Background: an optimization exercise with open tools, aiming at small area and a short achievable clock period. Do not read the settings as production practice.
The RTL was checked by simulation tests, not by an equivalence proof against the original design.
The clock port is modelled as an ideal driver, which makes a skipped or thinned clock tree look cheaper than it is; a real chip needs a root buffer or a tree.
Power and IR drop assume default switching activity.

Design vga_top, start of the top module:
module vga_top (
  input  logic              clk_vga,
  input  logic              rst_n,
  input  logic              write_strobe,
  input  logic [11:0]   write_x,
  input  logic [11:0]   write_y,
  input  logic [2:0] write_palette,
  input  logic [5:0]   night_rate,
  output logic              write_busy,
  output logic              rst_screen,
  output logic              hsync,
  output logic              vsync,
  output logic              data_enable,
  output logic [7:0]    red,
  output logic [7:0]    green,
  output logic [7:0]    blue
);
clock: 6.5 ns
lec_check: 0
cap_margin: 20
core_margin: 2
core_utilization: 70
cts_cluster_diameter: 45
cts_cluster_size: 35
place_density: 0.8
setup_slack_margin: 4.2
slew_margin: 20
run.sh (not shown) runs the stock make flow with config.mk's settings and CLKGATE_MAP_FILE= SYNTH_SCRIPT=/design/flow/synth_recipe.tcl, a recipe that flattens the netlist after the stock synthesis.
The baseline went through all stages and came out clean.
Edit:
CORE_UTILIZATION = 45   (was 70)
CTS_CLUSTER_DIAMETER = 100   (was 45)
CTS_CLUSTER_SIZE = 30   (was 35)
PLACE_DENSITY = 0.6   (was 0.8)
SETUP_SLACK_MARGIN = 4.0   (was 4.2)
Final area shrinks by 2.6%.
Clock-buffer cell count goes down by 42.
Routed wire length went down by 0.64%.
Global-route usage fell by 9.8 points.

vga_top again, from the RTL that the note above started with.
clock: 6.5 ns
lec_check: 0
cap_margin: 20
core_margin: 2
core_utilization: 60
cts_cluster_diameter: 60
cts_cluster_size: 30
place_density: 0.7
setup_slack_margin: 4.2
slew_margin: 20
The first run passed the timing, design-rule and antenna checks.
Change:
CORE_UTILIZATION = 25   (was 60)
CTS_CLUSTER_DIAMETER = default   (was 60)
CTS_CLUSTER_SIZE = default   (was 30)
PLACE_DENSITY = 0.45   (was 0.7)
SETUP_SLACK_MARGIN = default   (was 4.2)
Outcome: The changed run ran to the end with no violations. Final area went up by 9.4%. Wire length goes up by 15%. Synthesized cell count does not change. Clock-buffer cell count rose by 322. Total power is higher by 28%. Cell count goes up by 34%. Via count came out higher by 0.88%. Critical path depth does not change. Die area rose by 140%. Sequential power barely changes.

build 1:
The RTL this note starts from:
==> flow/design.v <==
package vga_pkg;
  localparam int HSIZE = 64;
  localparam int HFP   = 68;
  localparam int HSP   = 72;
  localparam int HMAX  = 80;
  localparam int VSIZE = 24;
  localparam int VFP   = 25;
  localparam int VSP   = 27;
  localparam int VMAX  = 30;
  localparam logic HSPP = 1'b1;
  localparam logic VSPP = 1'b1;
  localparam int FRAME_LEFT   = 8;
  localparam int FRAME_RIGHT  = 56;
  localparam int FRAME_TOP    = 6;
  localparam int FRAME_BOTTOM = 18;
  localparam int FRAME_W      = FRAME_RIGHT - FRAME_LEFT;
  localparam int FRAME_H      = FRAME_BOTTOM - FRAME_TOP;
  localparam int PART_SIZE = FRAME_W * FRAME_H;
  localparam int RAM_DEPTH = 2 * PART_SIZE;
  localparam int SCAN_DELAY      = 4;
  localparam int RST_SCREEN_COLS = 16;
  localparam int SWAP_COL        = 8;
  typedef logic [11:0] coord_t;
  typedef logic [10:0] ram_addr_t;
  typedef logic [2:0]  pal_idx_t;
  typedef logic [5:0]  night_t;
  typedef logic [7:0]  chan_t;
  typedef logic [23:0] rgb_t;
endpackage
`timescale 1ns/1ps
module vga_aoi22 (
  input  logic a1,
  input  logic a2,
  input  logic b1,
  input  logic b2,
  output logic y
);
  assign y = ~((a1 & a2) | (b1 & b2));
endmodule
`timescale 1ns/1ps
import vga_pkg::*;
module vga_top (
  input  logic              clk_vga,
  input  logic              rst_n,
  input  logic              write_strobe,
  input  logic [11:0]   write_x,
  input  logic [11:0]   write_y,
  input  logic [2:0] write_palette,
  input  logic [5:0]   night_rate,
  output logic              write_busy,
  output logic              rst_screen,
  output logic              hsync,
  output logic              vsync,
  output logic              data_enable,
  output logic [7:0]    red,
  output logic [7:0]    green,
  output logic [7:0]    blue
);
  logic [6:0] px;
  logic [4:0] py;
  logic [5:0] ph;
  logic       shown;
  always_ff @(posedge clk_vga) begin
    if (!rst_n) begin
      px    <= '0;
      py    <= '0;
      ph    <= 6'd1;
      shown <= 1'b0;
    end else begin
      if (px == 7'(HMAX - 1)) begin
        px <= '0;
        py <= (py == 5'(VMAX - 1)) ? 5'd0 : py + 5'd1;
      end else begin
        px <= px + 7'd1;
      end
      ph <= (ph == 6'd47) ? 6'd0 : ph + 6'd1;
      if (py == 5'(VSIZE) && px == 7'(SWAP_COL)) shown <= ~shown;
    end
  end
  always_ff @(posedge clk_vga) begin
    if (!rst_n) rst_screen <= 1'b0;
    else rst_screen <= (py == 5'(VSIZE) && px < 7'(RST_SCREEN_COLS - 1))
                    || (py == 5'(VSIZE - 1) && px == 7'(HMAX - 1));
  end
  logic f_win;
  assign f_win = (px >= 7'(FRAME_LEFT)) && (px < 7'(FRAME_RIGHT))
              && (py >= 5'(FRAME_TOP)) && (py < 5'(FRAME_BOTTOM));
  logic [1:0] age;
  always_ff @(posedge clk_vga) begin
    if (!rst_n) age <= 2'd0;
    else if (age != 2'd3) age <= age + 2'd1;
  end
  logic old3;
  logic p_hs, p_vs, p_de, p_win;
  assign old3  = (age == 2'd3);
  assign p_hs  = old3 && (px >= 7'(HFP + 3)) && (px < 7'(HSP + 3));
  assign p_vs  = old3 && ((px >= 7'd3) ? ((py >= 5'(VFP)) && (py < 5'(VSP)))
                                       : ((py >= 5'(VFP + 1)) && (py < 5'(VSP + 1))));
  assign p_de  = !old3 || ((px >= 7'd3) && (px < 7'(HSIZE + 3)) && (py < 5'(VSIZE)));
  assign p_win = old3 && (px >= 7'(FRAME_LEFT + 3)) && (px < 7'(FRAME_RIGHT + 3))
              && (py >= 5'(FRAME_TOP)) && (py < 5'(FRAME_BOTTOM));
  always_ff @(posedge clk_vga) begin
    if (!rst_n) begin
      hsync       <= !HSPP;
      vsync       <= !VSPP;
      data_enable <= 1'b0;
    end else begin
      hsync       <= p_hs ? HSPP : !HSPP;
      vsync       <= p_vs ? VSPP : !VSPP;
      data_enable <= p_de;
    end
  end
  logic take;
  logic busy_i;
  logic rs_live;
  assign rs_live = (py == 5'(VSIZE)) && (px < 7'(RST_SCREEN_COLS));
  assign take = write_strobe && !busy_i && !rs_live
             && (write_palette != 3'd0)
             && (write_x < 12'(FRAME_W))
             && (write_y < 12'(FRAME_H));
  always_ff @(posedge clk_vga) begin
    if (!rst_n) begin
      write_busy <= 1'b0;
      busy_i     <= 1'b0;
    end else begin
      write_busy <= take || (write_busy && f_win);
      busy_i     <= take || (busy_i && f_win);
    end
  end
  logic       v1;
  logic [5:0] w1_x;
  logic [3:0] w1_y;
  logic [2:0] w1_p;
  always_ff @(posedge clk_vga) begin
    v1   <= rst_n && take;
    w1_x <= write_x[5:0];
    w1_y <= write_y[3:0];
    w1_p <= write_palette;
  end
  logic [6:0] dif;
  assign dif = {1'b0, ph} - {1'b0, w1_x};
  logic [3:0] pd_lo;
  logic [5:0] pd_hi;
  logic [3:0] pr_lo;
  logic [2:0] pr_hi;
  always_comb begin
    for (int i = 0; i < 4; i++) pd_lo[i] = (dif[2:1] == 2'(i));
    for (int i = 0; i < 6; i++) pd_hi[i] = (dif[6:3] == 4'(i)) || (dif[6:3] == 4'(i + 10));
    for (int i = 0; i < 4; i++) pr_lo[i] = (w1_y[1:0] == 2'(i));
    for (int i = 0; i < 3; i++) pr_hi[i] = (w1_y[3:2] == 2'(i));
  end
  logic [3:0] w2_dlo;
  logic [5:0] w2_dhi;
  logic       w2_half;
  logic [3:0] w2_rlo;
  logic [2:0] w2_rhi;
  logic [2:0] w2_p;
  logic       c_early, c_late0, c_late1;
  always_ff @(posedge clk_vga) begin
    if (v1) begin
      w2_dlo  <= pd_lo;
      w2_dhi  <= pd_hi;
      w2_half <= ~shown;
      w2_rlo  <= pr_lo;
      w2_rhi  <= pr_hi;
      w2_p    <= w1_p;
    end
    c_early <= rst_n && v1 && dif[0];
    c_late0 <= rst_n && v1 && !dif[0];
    c_late1 <= c_late0;
  end
  logic [23:0] ring_sel;
  logic [1:0][23:0] slot_sel;    
  logic [1:0][2:0] w3_p;    
  logic [1:0][2:0] w3_pn;   
  always_ff @(posedge clk_vga) begin
    for (int k = 0; k < 24; k++)
      ring_sel[k] <= (c_early || c_late1) && (w2_half == 1'(k / 12))
                  && w2_rlo[(k % 12) % 4] && w2_rhi[(k % 12) / 4];
    for (int j = 0; j < 24; j++)
      for (int h = 0; h < 2; h++)
        slot_sel[h][j] <= (w2_half == 1'(h)) && w2_dlo[j % 4] && w2_dhi[j / 4];
    for (int h = 0; h < 2; h++) begin
      w3_p[h]  <= (w2_half == 1'(h)) ? w2_p  : 3'd0;
      w3_pn[h] <= (w2_half == 1'(h)) ? ~w2_p : 3'd0;
    end
  end
  logic [71:0][47:0] q;
  logic [1:0][23:0][2:0] slot_dat;
  always_comb begin
    for (int j = 0; j < 24; j++)
      for (int b = 0; b < 3; b++)
        for (int h = 0; h < 2; h++)
          slot_dat[h][j][b] = slot_sel[h][j]
                           && (((((2 * j + 3) % 48) % 4) == 1) ? w3_pn[h][b] : w3_p[h][b]);
  end
  genvar gk, gb, gp;
  for (gk = 0; gk < 24; gk++) begin : g_ring
    for (gp = 0; gp < 48; gp++) begin : g_pos
      if (gp % 2 == 1) begin : g_wr
        localparam int J = ((gp + 45) % 48) / 2;
        logic       keep_n;
        logic [2:0] d;
        assign keep_n = ~(ring_sel[gk] && slot_sel[gk / 12][J]);
        for (gb = 0; gb < 3; gb++) begin : g_bit
          vga_aoi22 u_mux (
            .a1 (q[gk*3+gb][(gp + 47) % 48]),
            .a2 (keep_n),
            .b1 (ring_sel[gk]),
            .b2 (slot_dat[gk / 12][J][gb]),
            .y  (d[gb])
          );
          always_ff @(posedge clk_vga)
            q[gk*3+gb][gp] <= d[gb];
        end
      end else begin : g_sh
        for (gb = 0; gb < 3; gb++) begin : g_bit
          always_ff @(posedge clk_vga)
            q[gk*3+gb][gp] <= q[gk*3+gb][(gp + 47) % 48];
        end
      end
    end
  end
  logic [23:0][2:0] tap;
  for (gk = 0; gk < 24; gk++) begin : g_tap
    for (gb = 0; gb < 3; gb++) begin : g_tb
      assign tap[gk][gb] = q[gk*3+gb][(10 + 32 * (gk % 12)) % 48];
    end
  end
  logic [23:0] rd_sel;
  always_ff @(posedge clk_vga) begin
    for (int k = 0; k < 24; k++)
      rd_sel[k] <= (shown == 1'(k / 12)) && (py == 5'(k % 12 + FRAME_TOP));
  end
  logic [2:0] ridx;
  always_comb begin
    ridx = 3'd0;
    for (int k = 0; k < 24; k++)
      ridx = ridx | (rd_sel[k] ? tap[k] : 3'd0);
  end
  logic on_r, on_g, on_b;
  always_ff @(posedge clk_vga) begin
    on_r <= (ridx == 3'd1) || (ridx == 3'd4) || (ridx == 3'd6) || (ridx == 3'd7);
    on_g <= (ridx == 3'd2) || (ridx == 3'd4) || (ridx == 3'd5) || (ridx == 3'd7);
    on_b <= (ridx == 3'd3) || (ridx == 3'd5) || (ridx == 3'd6) || (ridx == 3'd7);
  end
  logic [5:0] nr;
  logic [6:0] m;
  logic [7:0] lvl;
  always_ff @(posedge clk_vga) nr <= night_rate;
  assign m   = 7'd64 - {1'b0, nr};
  assign lvl = {m[5:0] | {6{m[6]}}, m[6], (nr == 6'd0)};
  logic e_r, e_g, e_b;
  assign e_r = p_win ? on_r : p_de;
  assign e_g = p_win ? on_g : p_de;
  assign e_b = p_win ? on_b : p_de;
  always_ff @(posedge clk_vga) begin
    red   <= (rst_n && e_r) ? lvl : 8'd0;
    green <= (rst_n && e_g) ? lvl : 8'd0;
    blue  <= (rst_n && e_b) ? lvl : 8'd0;
  end
endmodule
Settings: LEC_CHECK=0, CAP_MARGIN=20, CORE_MARGIN=2, CORE_UTILIZATION=55, PLACE_DENSITY=0.65, SETUP_SLACK_MARGIN=4.45, SLEW_MARGIN=20, SYNTH_HIERARCHICAL=1, SYNTH_MINIMUM_KEEP_SIZE=0; clock period 6.5 ns.
standard.sh (not shown) runs the stock make flow with config.mk's settings and CLKGATE_MAP_FILE= SYNTH_SCRIPT=/design/flow/synth_recipe.tcl, a recipe that flattens the netlist after the stock synthesis.
==> flow/flow/run.sh <==
#!/bin/bash
# Standard ORFS layout with these changes:
#  - flow/post_floorplan.tcl sizes the frame store's write muxes down to a22oi_1;
#  - flow/pre_cts.tcl builds the clock tree by hand (three levels: 4 clkinv_16 roots on
#    the clock port, 20 clkinv_8, about 136 clkbuf_16 leaves over k-means clusters of
#    the flip-flops)
#    in place of TritonCTS;
#  - the port buffers are buf_2.
set -euo pipefail
export POST_FLOORPLAN_TCL="$PWD/flow/post_floorplan.tcl"
export PRE_CTS_TCL="$PWD/flow/pre_cts.tcl"
# port buffers as buf_2 rather than the default (a delay cell)
export BUFFER_PORTS_ARGS="-inputs -outputs -buffer_cell sky130_fd_sc_hd__buf_2"
bash standard.sh > standard.log 2>&1
==> flow/flow/pre_cts.tcl <==
# Runs before CTS (PRE_CTS_TCL): builds a balanced three-level clock tree by hand (4 root
# clkinv_16 on the clock port, 20 middle clkinv_8, clkbuf_16 leaves), splits
# any leaf whose clock pins would see too slow a slew, and
# makes the standard repair_clock_inverters and clock_tree_synthesis calls no-ops; the rest of the CTS step
# (timing repair, legalisation) runs unchanged.
source [file join [file dirname [info script]] mycts.tcl]
manual_cts 136 20 4 sky130_fd_sc_hd__clkinv_16 sky130_fd_sc_hd__clkinv_8
split_slow_leaves 0.105 3
global_connect
set_propagated_clock [all_clocks]
# the roots and middle level are inverters: keep the CTS step's repair_clock_inverters,
# which runs next, from cloning them onto the clock port
rename repair_clock_inverters orfs_repair_clock_inverters_unused
proc repair_clock_inverters {args} {
  puts "clock tree already built by pre_cts.tcl; skipping repair_clock_inverters $args"
}
rename clock_tree_synthesis orfs_clock_tree_synthesis_unused
proc clock_tree_synthesis {args} {
  puts "clock tree already built by pre_cts.tcl; skipping clock_tree_synthesis $args"
}
Other scripts of this flow, unchanged in this note and not shown: flow/flow/mycts.tcl, flow/flow/post_floorplan.tcl
Looking at the reports, build 1 completed the entire flow and the layout it produced met the timing, design-rule and antenna checks.
For build 51, these inputs were changed with respect to build 1:
Settings: swapping 4.45 for 4.3 in SETUP_SLACK_MARGIN.
### Flow results
- In the metrics for build 51 and build 1, the one carrying the higher fraction of power consumed by sequential logic is build 1.
- On layout overhead on the synthesized area, build 51 tracks build 1 almost exactly.
- Initial antenna violation count came out exactly the same in build 51 and build 1.
- Multi-input gate share of total cell area essentially unchanged between build 1 and build 51.
- Changes observed in build 51 relative to build 1: first-pass GRT wire length has remained practically unchanged; routed wire length has remained practically unchanged; worst hold slack has decreased; multiplexer share of the synthesized area has remained practically unchanged.
- Between build 1 and build 51, the final area figures differ only marginally.
Changes in build 80 relative to build 51:
diff --git a/flow/flow/run.sh b/flow/flow/run.sh
--- a/flow/flow/run.sh
+++ b/flow/flow/run.sh
@@ -3,5 +3,5 @@
 #  - flow/post_floorplan.tcl sizes the frame store's write muxes down to a22oi_1;
 #  - flow/pre_cts.tcl builds the clock tree by hand (three levels: 4 clkinv_16 roots on
-#    the clock port, 20 clkinv_8, about 136 clkbuf_16 leaves over k-means clusters of
+#    the clock port, 12 clkinv_16, about 136 clkbuf_16 leaves over k-means clusters of
 #    the flip-flops)
 #    in place of TritonCTS;
diff --git a/flow/flow/pre_cts.tcl b/flow/flow/pre_cts.tcl
--- a/flow/flow/pre_cts.tcl
+++ b/flow/flow/pre_cts.tcl
@@ -1,9 +1,9 @@
 # Runs before CTS (PRE_CTS_TCL): builds a balanced three-level clock tree by hand (4 root
-# clkinv_16 on the clock port, 20 middle clkinv_8, clkbuf_16 leaves), splits
+# clkinv_16 on the clock port, 12 middle clkinv_16, clkbuf_16 leaves), splits
 # any leaf whose clock pins would see too slow a slew, and
 # makes the standard repair_clock_inverters and clock_tree_synthesis calls no-ops; the rest of the CTS step
 # (timing repair, legalisation) runs unchanged.
 source [file join [file dirname [info script]] mycts.tcl]
-manual_cts 136 20 4 sky130_fd_sc_hd__clkinv_16 sky130_fd_sc_hd__clkinv_8
+manual_cts 136 12 4 sky130_fd_sc_hd__clkinv_16 sky130_fd_sc_hd__clkinv_16
 split_slow_leaves 0.105 3
 global_connect
Findings:
There was hardly any difference in global router's overall resource usage between build 51 and build 80. The clock skew reported for build 80 is greater than that of build 51 by 18 ps. Taking build 51 as the reference, in build 80 fraction of the cycle the final worst path needs rose 0.39 points; logic gate share of total power flat; initial antenna violation count moved down; final cell count without fillers has remained practically unchanged. Total via count after detailed routing delta (build 51 -> build 80): insignificant. In terms of part of the power in the clock network, build 80 and build 51 differ only marginally. Delta (build 80 minus build 51): first-pass GRT wire length flat, wire length down 0.35%. Build 80 finished every step from synthesis to the final layout, and the layout passed the timing, design-rule and antenna checks.
[inputs] build 32 vs build 80
Settings: a change of PLACE_DENSITY from 0.65 to 0.72; a change of CORE_UTILIZATION from 55 to 65.
diff --git a/flow/flow/run.sh b/flow/flow/run.sh
--- a/flow/flow/run.sh
+++ b/flow/flow/run.sh
@@ -3,5 +3,5 @@
 #  - flow/post_floorplan.tcl sizes the frame store's write muxes down to a22oi_1;
 #  - flow/pre_cts.tcl builds the clock tree by hand (three levels: 4 clkinv_16 roots on
-#    the clock port, 12 clkinv_16, about 136 clkbuf_16 leaves over k-means clusters of
+#    the clock port, 20 clkinv_8, about 136 clkbuf_16 leaves over k-means clusters of
 #    the flip-flops)
 #    in place of TritonCTS;
diff --git a/flow/flow/pre_cts.tcl b/flow/flow/pre_cts.tcl
--- a/flow/flow/pre_cts.tcl
+++ b/flow/flow/pre_cts.tcl
@@ -1,9 +1,9 @@
 # Runs before CTS (PRE_CTS_TCL): builds a balanced three-level clock tree by hand (4 root
-# clkinv_16 on the clock port, 12 middle clkinv_16, clkbuf_16 leaves), splits
+# clkinv_16 on the clock port, 20 middle clkinv_8, clkbuf_16 leaves), splits
 # any leaf whose clock pins would see too slow a slew, and
 # makes the standard repair_clock_inverters and clock_tree_synthesis calls no-ops; the rest of the CTS step
 # (timing repair, legalisation) runs unchanged.
 source [file join [file dirname [info script]] mycts.tcl]
-manual_cts 136 12 4 sky130_fd_sc_hd__clkinv_16 sky130_fd_sc_hd__clkinv_16
+manual_cts 136 20 4 sky130_fd_sc_hd__clkinv_16 sky130_fd_sc_hd__clkinv_8
 split_slow_leaves 0.105 3
 global_connect
Results
Between build 80 and build 32, the flow reports number of global-route vias before repair increasing slightly.
In the flow results for build 32 and build 80, the final cycle utilization of the critical path is smaller on build 32.
Between build 80 and build 32, wire length decreased.
Detailed placer's ending HPWL was lower in the run labelled build 32.
Of build 32 and build 80, the higher final critical-path required period belongs to build 80.
Build 32 ends up with a wire length of the first global-routing pass that is 1.1% lower than in build 80.
Delta(post-placement setup slack, build 32 - build 80) < 0
Build 32 vs build 80: final area down slightly
Build 32 against build 80; met1 layer wirelength in the final routing is down by a few percent.
Between build 80 and build 32, hold slack increased.
In every run of this note, the design's own scripts or RTL, not TritonCTS, make the clock network.

[afterwards: timing with drivers on the ports]
The results above use ideal ports. As a check the final layouts listed here were re-extracted and re-timed, cells and wires unchanged.
Step 1 assumes that a clkbuf_16 drives the clock port and a buf_2 every other input.
Step 2 adds t to the input delays and takes it off the output delays; t is the mean of the earliest and latest rising clock arrival at the registers after step 1. Input paths then give back, and output paths get back, about the clock's delay inside the block.
a / b / c = ideal ports / drivers / drivers and shift; a / b = the first two.
run | t, ns | setup WS [ns] | hold WS [ns] | clock arrival spread, ns
the first run of note 1 | 0.926 | 3.872 / 3.790 / 3.559 | 0.300 / 0.300 / 0.300 | 0.046 / 0.046
the second run of note 1 | 0.889 | 3.892 / 3.806 / 3.514 | 0.317 / 0.317 / 0.317 | 0.038 / 0.038
the first run of note 2 | 0.873 | 3.859 / 3.787 / 3.580 | 0.304 / 0.304 / 0.304 | 0.049 / 0.049
the second run of note 2 | 0.990 | 2.965 / 2.866 / 3.123 | 0.292 / 0.292 / 0.292 | 0.062 / 0.062
build 1 | 0.742 | 4.271 / 3.971 / 4.021 | 0.286 / 0.286 / 0.286 | 0.073 / 0.073
build 51 | 0.745 | 4.258 / 3.934 / 4.060 | 0.241 / 0.234 / 0.234 | 0.126 / 0.132
build 80 | 0.722 | 4.233 / 3.934 / 4.025 | 0.200 / 0.185 / 0.185 | 0.138 / 0.152
build 32 | 0.708 | 4.268 / 3.985 / 3.977 | 0.245 / 0.232 / 0.232 | 0.099 / 0.112
After both steps setup and hold are still met in every run listed. For the second run of note 1, which loses most, drivers alone change the setup slack by -0.086 ns; drivers and shift together by -0.378 ns.
